Source: an optimization exercise on an open RTL-to-GDS flow (aim: small area, a short achievable clock period and few clock cycles per item). Production flows keep margins and buffers that such runs may drop.
Where RTL was checked, it was by simulation tests only, not by an equivalence proof against the original.

==> inputs of v31 <==
==> flow/design.v (excerpt) <==
module alu_arbiter #(
    parameter int unsigned MUL_LAT = 3
) (
    input  logic        clk_i,
    input  logic        rst_i,
    input  logic        req0_valid_i,
    output logic        req0_ready_o,
    input  logic [2:0]  req0_op_i,
    input  logic [31:0] req0_src1_i,
    input  logic [31:0] req0_src2_i,
    input  logic        req1_valid_i,
    output logic        req1_ready_o,
    input  logic [2:0]  req1_op_i,
    input  logic [31:0] req1_src1_i,
    input  logic [31:0] req1_src2_i,
    output logic        rsp_valid_o,
    input  logic        rsp_ready_i,
    output logic        rsp_id_o,
    output logic [31:0] rsp_result_o,
    output logic        busy_o
);
Settings: LEC_CHECK=0, ABC_AREA=1, ABC_CLOCK_PERIOD_IN_PS=4000, CAP_MARGIN=20, CORE_MARGIN=2, CORE_UTILIZATION=40, GPL_TIMING_DRIVEN=0, SETUP_SLACK_MARGIN=4.45, SLEW_MARGIN=20; clock period 9.0 ns.
standard.sh (not shown) runs the stock make flow with config.mk's settings and CLKGATE_MAP_FILE= SYNTH_SCRIPT=/design/flow/synth_recipe.tcl, a recipe that flattens the netlist after the stock synthesis.
==> flow/flow/run.sh <==
#!/bin/bash
# Standard synthesis and layout; the port buffers are made from the smallest
# buffer cell (buffer_ports -buffer_cell) instead of the default choice.
# make's output goes to synth.log and layout.log; each ORFS step keeps its
# own log under orfs/logs.
set -euo pipefail
bash standard.sh synth > synth.log 2>&1
bash standard.sh "BUFFER_PORTS_ARGS=-buffer_cell sky130_fd_sc_hd__buf_1" finish > layout.log 2>&1
==> v34 (differences from v31) <==
==> flow/flow/run.sh (replaced) <==
#!/bin/bash
# Standard layout, with the port buffers made from the smallest buffer cell
# (buffer_ports -buffer_cell) instead of the default choice. The make output
# goes to make.log; each ORFS step keeps its own log under orfs/logs.
set -euo pipefail
bash standard.sh "BUFFER_PORTS_ARGS=-buffer_cell sky130_fd_sc_hd__buf_1" finish > make.log 2>&1
ABC_AREA = default   (was 1)
GPL_TIMING_DRIVEN = default   (was 0)
SETUP_SLACK_MARGIN = 5   (was 4.45)
==> v29 (differences from v31) <==
--- a/flow/design.v
+++ b/flow/design.v
@@ -15,58 +15,25 @@
     input  logic [31:0] req1_src2_i,
     output logic        rsp_valid_o,
     input  logic        rsp_ready_i,
     output logic        rsp_id_o,
     output logic [31:0] rsp_result_o,
     output logic        busy_o
 );
-    localparam int D_MUL = 0;    
-    localparam int D_SUB = 1;    
-    localparam int D_ARR = 2;    
-    localparam int D_SUM = 3;    
-    localparam int D_AND = 4;    
-    localparam int D_XOR = 5;    
-    localparam int D_SLL = 6;    
-    localparam int D_SRA = 7;    
-    function automatic logic [7:0] decode(input logic [2:0] op);
-        logic [7:0] d;
-        d[D_MUL] = (op == 3'b101);
-        d[D_SUB] = (op == 3'b100);
-        d[D_ARR] = (op == 3'b000) | (op == 3'b001) | (op == 3'b011) | (op == 3'b100) | (op == 3'b110);
-        d[D_SUM] = (op == 3'b011) | (op == 3'b100) | (op == 3'b101) | (op == 3'b110);
-        d[D_AND] = (op == 3'b000);
-        d[D_XOR] = (op == 3'b001);
-        d[D_SLL] = (op == 3'b010);
-        d[D_SRA] = (op == 3'b111);
-        decode = d;
-    endfunction
-    function automatic logic [11:0] booth(input logic [8:0] w);
-        logic [11:0] b;
-        for (int j = 0; j < 4; j++) begin
-            b[j]     = w[2*j+1] ^ w[2*j];
-            b[4 + j] = (w[2*j+2] & ~w[2*j+1] & ~w[2*j]) | (~w[2*j+2] & w[2*j+1] & w[2*j]);
-            b[8 + j] = w[2*j+2] & ~(w[2*j+1] & w[2*j]);
-        end
-        booth = b;
-    endfunction
-    function automatic logic [11:0] first_digits(input logic [7:0] d, input logic [7:0] b);
-        logic [11:0] r;
-        r = booth({b, 1'b0}) & {12{d[D_MUL]}};
-        r[0] = r[0] | d[D_ARR];
-        first_digits = r;
-    endfunction
-    function automatic logic top_equal(input logic [24:0] x);
-        top_equal = (x == 25'd0) | (x == {25{1'b1}});
-    endfunction
+    localparam logic [2:0] OP_AND = 3'b000;
+    localparam logic [2:0] OP_XOR = 3'b001;
+    localparam logic [2:0] OP_SLL = 3'b010;
+    localparam logic [2:0] OP_SUB = 3'b100;
+    localparam logic [2:0] OP_MUL = 3'b101;
+    localparam logic [2:0] OP_SRA = 3'b111;
     logic        last_grant_q;    
     logic        ex_valid_q;      
     logic        ex_first_q;      
-    logic        ex_lastm_q;      
-    logic [7:0]  ex_d_q;          
-    logic [11:0] ex_bd_q;         
+    logic        ex_bm1_q;        
+    logic [2:0]  ex_op_q;
     logic        ex_id_q;
     logic [31:0] ex_a_q;          
     logic [31:0] ex_b_q;          
     logic        rsp_valid_q;
     logic        rsp_id_q;
     logic [31:0] rsp_res_q;
     logic        out_free;        
@@ -74,15 +41,15 @@
     logic        ex_last;         
     logic        ex_step;         
     logic        ex_done;
     logic        ex_free;         
     logic        grant;
     logic        accept;
     logic        ld0, ld1, hold;
-    assign ex_last  = ~ex_d_q[D_MUL] | ex_lastm_q;
+    assign ex_last  = (ex_op_q != OP_MUL) | (ex_b_q[31:7] == 25'd0) | (ex_b_q[31:7] == {25{1'b1}});
     assign out_free = ~rsp_valid_q | rsp_ready_i;
     assign ex_adv   = ex_valid_q & out_free;
     assign ex_done  = ex_adv & ex_last;
     assign ex_step  = ex_adv & ~ex_last;
     assign ex_free  = ~ex_valid_q | ex_done;
     assign grant  = req1_valid_i & (~req0_valid_i | ~last_grant_q);
     assign accept = (req0_valid_i | req1_valid_i) & ex_free;
@@ -98,64 +65,78 @@
             rsp_valid_q  <= 1'b0;
         end else begin
             if (accept) last_grant_q <= grant;
             if (ex_free) ex_valid_q <= accept;
             rsp_valid_q <= ex_done | (rsp_valid_q & ~rsp_ready_i);
         end
     end
-    logic [7:0]  d0, d1;
-    logic [11:0] f0, f1, bn;
-    assign d0 = decode(req0_op_i);
-    assign d1 = decode(req1_op_i);
-    assign f0 = first_digits(d0, req0_src2_i[7:0]);
-    assign f1 = first_digits(d1, req1_src2_i[7:0]);
-    assign bn = booth(ex_b_q[15:7]);
     always_ff @(posedge clk_i) begin
         ex_a_q  <= ({32{ld0}} & req0_src1_i) | ({32{ld1}} & req1_src1_i)
                  | ({32{hold}} & ex_a_q) | ({32{ex_step}} & {ex_a_q[23:0], 8'd0});
         ex_b_q  <= ({32{ld0}} & req0_src2_i) | ({32{ld1}} & req1_src2_i)
                  | ({32{hold}} & ex_b_q) | ({32{ex_step}} & {{8{ex_b_q[31]}}, ex_b_q[31:8]});
-        ex_bd_q <= ({12{ld0}} & f0) | ({12{ld1}} & f1)
-                 | ({12{hold}} & ex_bd_q) | ({12{ex_step}} & bn);
-        ex_d_q  <= ({8{ld0}} & d0) | ({8{ld1}} & d1) | ({8{~accept}} & ex_d_q);
-        ex_lastm_q <= (ld0 & top_equal(req0_src2_i[31:7])) | (ld1 & top_equal(req1_src2_i[31:7]))
-                    | (hold & ex_lastm_q) | (ex_step & top_equal({{8{ex_b_q[31]}}, ex_b_q[31:15]}));
-        ex_id_q    <= ld1 | (~accept & ex_id_q);
+        ex_op_q <= ({3{ld0}} & req0_op_i) | ({3{ld1}} & req1_op_i) | ({3{~accept}} & ex_op_q);
+        ex_id_q <= (ld1) | (~accept & ex_id_q);
+        ex_bm1_q   <= (ex_step & ex_b_q[7]) | (hold & ex_bm1_q);
         ex_first_q <= accept | (hold & ex_first_q);
     end
+    logic        is_mul;
+    logic        is_sub;
+    logic        is_add;
+    logic        is_and;
+    logic        is_xor;
+    logic        is_sll;
+    logic        is_sra;
+    logic        is_arr;          
+    logic [8:0]  win;             
+    logic [3:0]  b_one, b_two, b_neg;
     logic [3:0]  nb;
     logic [31:0] acc_t;
     logic [31:0] r0, r1, r2, r3;
     logic [31:0] row_a, row_b;
     logic [31:0] t_xor, t_and;
     logic [31:0] sum;
     logic [4:0]  sh;
     logic [31:0] sh_in;
     logic [31:0] sh_l1, sh_l2, sh_l3, sh_l4, sh_out;
     logic        fill;
     logic [31:0] s_sum, s_and, s_xor, s_sll, s_sra, s_hold;
-    logic [3:0]  b_one, b_two, b_neg;
-    assign b_one = ex_bd_q[3:0];
-    assign b_two = ex_bd_q[7:4];
-    assign b_neg = ex_bd_q[11:8];
-    assign sh    = ex_b_q[4:0];
+    assign is_mul = (ex_op_q == OP_MUL);
+    assign is_sub = (ex_op_q == OP_SUB);
+    assign is_add = (ex_op_q == 3'b011) | (ex_op_q == 3'b110) | is_sub;
+    assign is_and = (ex_op_q == OP_AND);
+    assign is_xor = (ex_op_q == OP_XOR);
+    assign is_sll = (ex_op_q == OP_SLL);
+    assign is_sra = (ex_op_q == OP_SRA);
+    assign is_arr = is_add | is_and | is_xor;
+    assign sh     = ex_b_q[4:0];
+    assign win = {ex_b_q[7:0], ex_bm1_q & ~ex_first_q};
+    always_comb begin
+        for (int j = 0; j < 4; j++) begin
+            b_one[j] = is_mul & (win[2*j+1] ^ win[2*j]);
+            b_two[j] = is_mul & ((win[2*j+2] & ~win[2*j+1] & ~win[2*j]) |
+                                 (~win[2*j+2] & win[2*j+1] & win[2*j]));
+            b_neg[j] = is_mul & win[2*j+2] & ~(win[2*j+1] & win[2*j]);
+        end
+        b_one[0] = b_one[0] | is_arr;
+    end
     always_comb begin
         for (int i = 0; i < 32; i++) begin
             r0[i] = ((b_one[0] & ex_a_q[i]) | (b_two[0] & (i >= 1 ? ex_a_q[i-1] : 1'b0))) ^ b_neg[0];
             r1[i] = i < 2 ? 1'b0 :
                     ((b_one[1] & ex_a_q[i-2]) | (b_two[1] & (i >= 3 ? ex_a_q[i-3] : 1'b0))) ^ b_neg[1];
             r2[i] = i < 4 ? 1'b0 :
                     ((b_one[2] & ex_a_q[i-4]) | (b_two[2] & (i >= 5 ? ex_a_q[i-5] : 1'b0))) ^ b_neg[2];
             r3[i] = i < 6 ? 1'b0 :
                     ((b_one[3] & ex_a_q[i-6]) | (b_two[3] & (i >= 7 ? ex_a_q[i-7] : 1'b0))) ^ b_neg[3];
         end
     end
-    assign nb = {b_neg[3:1], b_neg[0] | ex_d_q[D_SUB]};
-    assign acc_t = ({32{ex_d_q[D_MUL] & ~ex_first_q}} & rsp_res_q)
-                 | ({32{ex_d_q[D_ARR]}} & (ex_b_q ^ {32{ex_d_q[D_SUB]}}));
+    assign nb = {b_neg[3:1], b_neg[0] | is_sub};
+    assign acc_t = ({32{is_mul & ~ex_first_q}} & rsp_res_q)
+                 | ({32{is_arr}} & (ex_b_q ^ {32{is_sub}}));
     logic t0, t1, t2, t3, t4, t5, t6, t7, t8, t9, t10, t11, t12, t13, t14, t15, t16, t17, t18, t19, t20, t21, t22, t23, t24, t25, t26, t27, t28, t29, t30, t31, t32, t33, t34, t35, t36, t37, t38, t39, t40, t41, t42, t43, t44, t45, t46, t47, t48, t49, t50, t51, t52, t53, t54, t55, t56, t57, t58, t59, t60, t61, t62, t63, t64, t65, t66, t67, t68, t69, t70, t71, t72, t73, t74, t75, t76, t77, t78, t79, t80, t81, t82, t83, t84, t85, t86, t87, t88, t89, t90, t91, t92, t93, t94, t95, t96, t97, t98, t99, t100, t101, t102, t103, t104, t105, t106, t107, t108, t109, t110, t111, t112, t113, t114, t115, t116, t117, t118, t119, t120, t121, t122, t123, t124, t125, t126, t127, t128, t129, t130, t131, t132, t133, t134, t135, t136, t137, t138, t139, t140, t141, t142, t143, t144, t145, t146, t147, t148, t149, t150, t151, t152, t153, t154, t155, t156, t157, t158, t159, t160, t161, t162, t163, t164, t165, t166, t167, t168, t169, t170, t171, t172, t173, t174, t175, t176, t177, t178, t179, t180, t181, t182, t183, t184, t185, t186, t187, t188, t189, t190, t191, t192, t193, t194, t195, t196, t197, t198, t199, t200, t201, t202, t203, t204, t205, t206, t207, t208, t209, t210, t211, t212, t213, t214, t215, t216, t217, t218, t219, t220, t221, t222, t223, t224, t225, t226, t227, t228;
     assign t0 = acc_t[0] ^ nb[0];
     assign t1 = acc_t[0] & nb[0];
     assign t2 = acc_t[1] ^ r0[1];
     assign t3 = acc_t[1] & r0[1];
     assign t4 = acc_t[2] ^ r0[2] ^ r1[2];
     assign t5 = (acc_t[2] & r0[2]) | (acc_t[2] & r1[2]) | (r0[2] & r1[2]);
@@ -385,28 +366,28 @@
     assign row_a = {t223, t215, t207, t199, t191, t183, t175, t167, t159, t151, t143, t135, t127, t119, t111, t103, t95, t87, t79, t71, t63, t55, t47, t39, t36, t23, t17, t14, t7, t4, t1, r0[0]};
     assign row_b = {t228, t222, t214, t206, t198, t190, t182, t174, t166, t158, t150, t142, t134, t126, t118, t110, t102, t94, t86, t78, t70, t62, t54, t46, t38, t30, t22, t16, t10, t6, t2, t0};
     assign t_xor = {t224, t216, t208, t200, t192, t184, t176, t168, t160, t152, t144, t136, t128, t120, t112, t104, t96, t88, t80, t72, t64, t56, t48, t40, t32, t24, t18, t12, t8, t4, t2, ex_a_q[0] ^ ex_b_q[0]};
     assign t_and = {t225, t217, t209, t201, t193, t185, t177, t169, t161, t153, t145, t137, t129, t121, t113, t105, t97, t89, t81, t73, t65, t57, t49, t41, t33, t25, t19, t13, t9, t5, t3, ex_a_q[0] & ex_b_q[0]};
     assign sum = row_a + row_b;
     always_comb begin
         for (int i = 0; i < 32; i++) begin
-            sh_in[i] = ex_d_q[D_SLL] ? ex_a_q[31 - i] : ex_a_q[i];
+            sh_in[i] = is_sll ? ex_a_q[31 - i] : ex_a_q[i];
         end
     end
-    assign fill   = ex_d_q[D_SRA] & ex_a_q[31];
+    assign fill   = is_sra & ex_a_q[31];
     assign sh_l1  = sh[0] ? {fill, sh_in[31:1]}           : sh_in;
     assign sh_l2  = sh[1] ? {{2{fill}}, sh_l1[31:2]}      : sh_l1;
     assign sh_l3  = sh[2] ? {{4{fill}}, sh_l2[31:4]}      : sh_l2;
     assign sh_l4  = sh[3] ? {{8{fill}}, sh_l3[31:8]}      : sh_l3;
     assign sh_out = sh[4] ? {{16{fill}}, sh_l4[31:16]}    : sh_l4;
-    assign s_sum  = {32{ex_adv & ex_d_q[D_SUM]}};
-    assign s_and  = {32{ex_adv & ex_d_q[D_AND]}};
-    assign s_xor  = {32{ex_adv & ex_d_q[D_XOR]}};
-    assign s_sll  = {32{ex_adv & ex_d_q[D_SLL]}};
-    assign s_sra  = {32{ex_adv & ex_d_q[D_SRA]}};
+    assign s_sum  = {32{ex_adv & (is_add | is_mul)}};
+    assign s_and  = {32{ex_adv & is_and}};
+    assign s_xor  = {32{ex_adv & is_xor}};
+    assign s_sll  = {32{ex_adv & is_sll}};
+    assign s_sra  = {32{ex_adv & is_sra}};
     assign s_hold = {32{~ex_adv}};
     always_ff @(posedge clk_i) begin
         for (int i = 0; i < 32; i++) begin
             rsp_res_q[i] <= (s_sum[i] & sum[i]) | (s_and[i] & t_and[i]) | (s_xor[i] & t_xor[i])
                           | (s_sll[i] & sh_out[31 - i]) | (s_sra[i] & sh_out[i])
                           | (s_hold[i] & rsp_res_q[i]);
         end
==> flow/run.sh (new file) <==
#!/bin/bash
# synth_recipe.tcl (not shown) runs the flow's synth.tcl, then flattens the netlist and writes it again
# the make line also repeats each setting of config.mk as NAME=value (left out here)
make -C /OpenROAD-flow-scripts/flow DESIGN_CONFIG=/design/flow/config.mk WORK_HOME=/design/flow/orfs CLKGATE_MAP_FILE= SYNTH_SCRIPT=/design/flow/synth_recipe.tcl finish
ABC_AREA = default   (was 1)
ABC_CLOCK_PERIOD_IN_PS = default   (was 4000)
GPL_TIMING_DRIVEN = default   (was 0)
SETUP_SLACK_MARGIN = default   (was 4.45)
removed: flow/flow/run.sh
removed: flow/standard.sh
==> v20 (differences from v31) <==
GPL_TIMING_DRIVEN = default   (was 0)
==> summary.txt <==
Final cell count, lowest first: v29, v34, v20, v31.
In v29 the synthesized cell count is smaller than in v34, by 14%.
Between v20 and v34, the lower die area is in v34 (gap 3.8%, measured against v34).
Against v31, the clock skew of v20 is lower by 0.0032 ns.
==> figures <==
item                                                                                            v29                      v34                      v31                      v20
Run status                                                                  complete, no violations  complete, no violations  complete, no violations  complete, no violations
Proportion of register bits with asynchronous set or reset after synthesis                  0.02830                  0.02439                  0.02439                  0.02439
H-tree levels                                                                                     3                        4                        4                        4
Share of layout cells above drive strength 1                                                0.08831                   0.2191                   0.1390                   0.1055
Post-synthesis sequential area ratio                                                         0.1564                   0.1650                   0.1588                   0.1588
Cell variety after synth                                                                         75                       79                       54                       54
Area of the core region                                                               0.03370 sq mm            0.03740 sq mm            0.03865 sq mm            0.03865 sq mm
Initial standard-cell utilization of the core                                                0.4077                   0.4032                   0.4055                   0.4055
Sequential fraction of total cell area                                                       0.1330                   0.1374                   0.1330                   0.1369
Worst Setup End Kind                                                                           flop                     flop              output port              output port
Testbench counts of v31, summed over its fixed seeds: cycles 3,103, items 2,400.
Testbench counts of v34, summed over its fixed seeds: cycles 3,103, items 2,400.
Testbench counts of v20, summed over its fixed seeds: cycles 3,103, items 2,400.
The RTL of v29 was laid out without a check of its function.

==> afterwards: timing with drivers on the ports <==
The flow's constraints put no driver on any port. The routed layouts listed below were extracted and timed again, unchanged, in two steps.
Step 1, drivers: a clkbuf_16 drives clk_i and a buf_2 each remaining input, both assumed.
Step 2 times the ports against the registers' clock, not the clock port: input delays grow and output delays shrink by t, the midpoint of the rising clock arrivals with the driver on.
Slacks: no drivers / after step 1 / after step 2; pairs: no drivers / after step 1.
run	shift t [ns]	setup WS [ns]	worst data-port slew with drivers (ns)
v31	0.508	4.465 / 4.444 / 4.444	0.05
v34	0.488	4.191 / 4.191 / 4.191	0.05
v29	0.439	1.891 / 1.891 / 1.891	0.06
v20	0.501	4.485 / 4.462 / 4.390	0.05
After both steps setup and hold are still met in every run listed. For v20, which loses most, drivers alone change the setup slack by -0.023 ns; drivers and shift together by -0.095 ns.
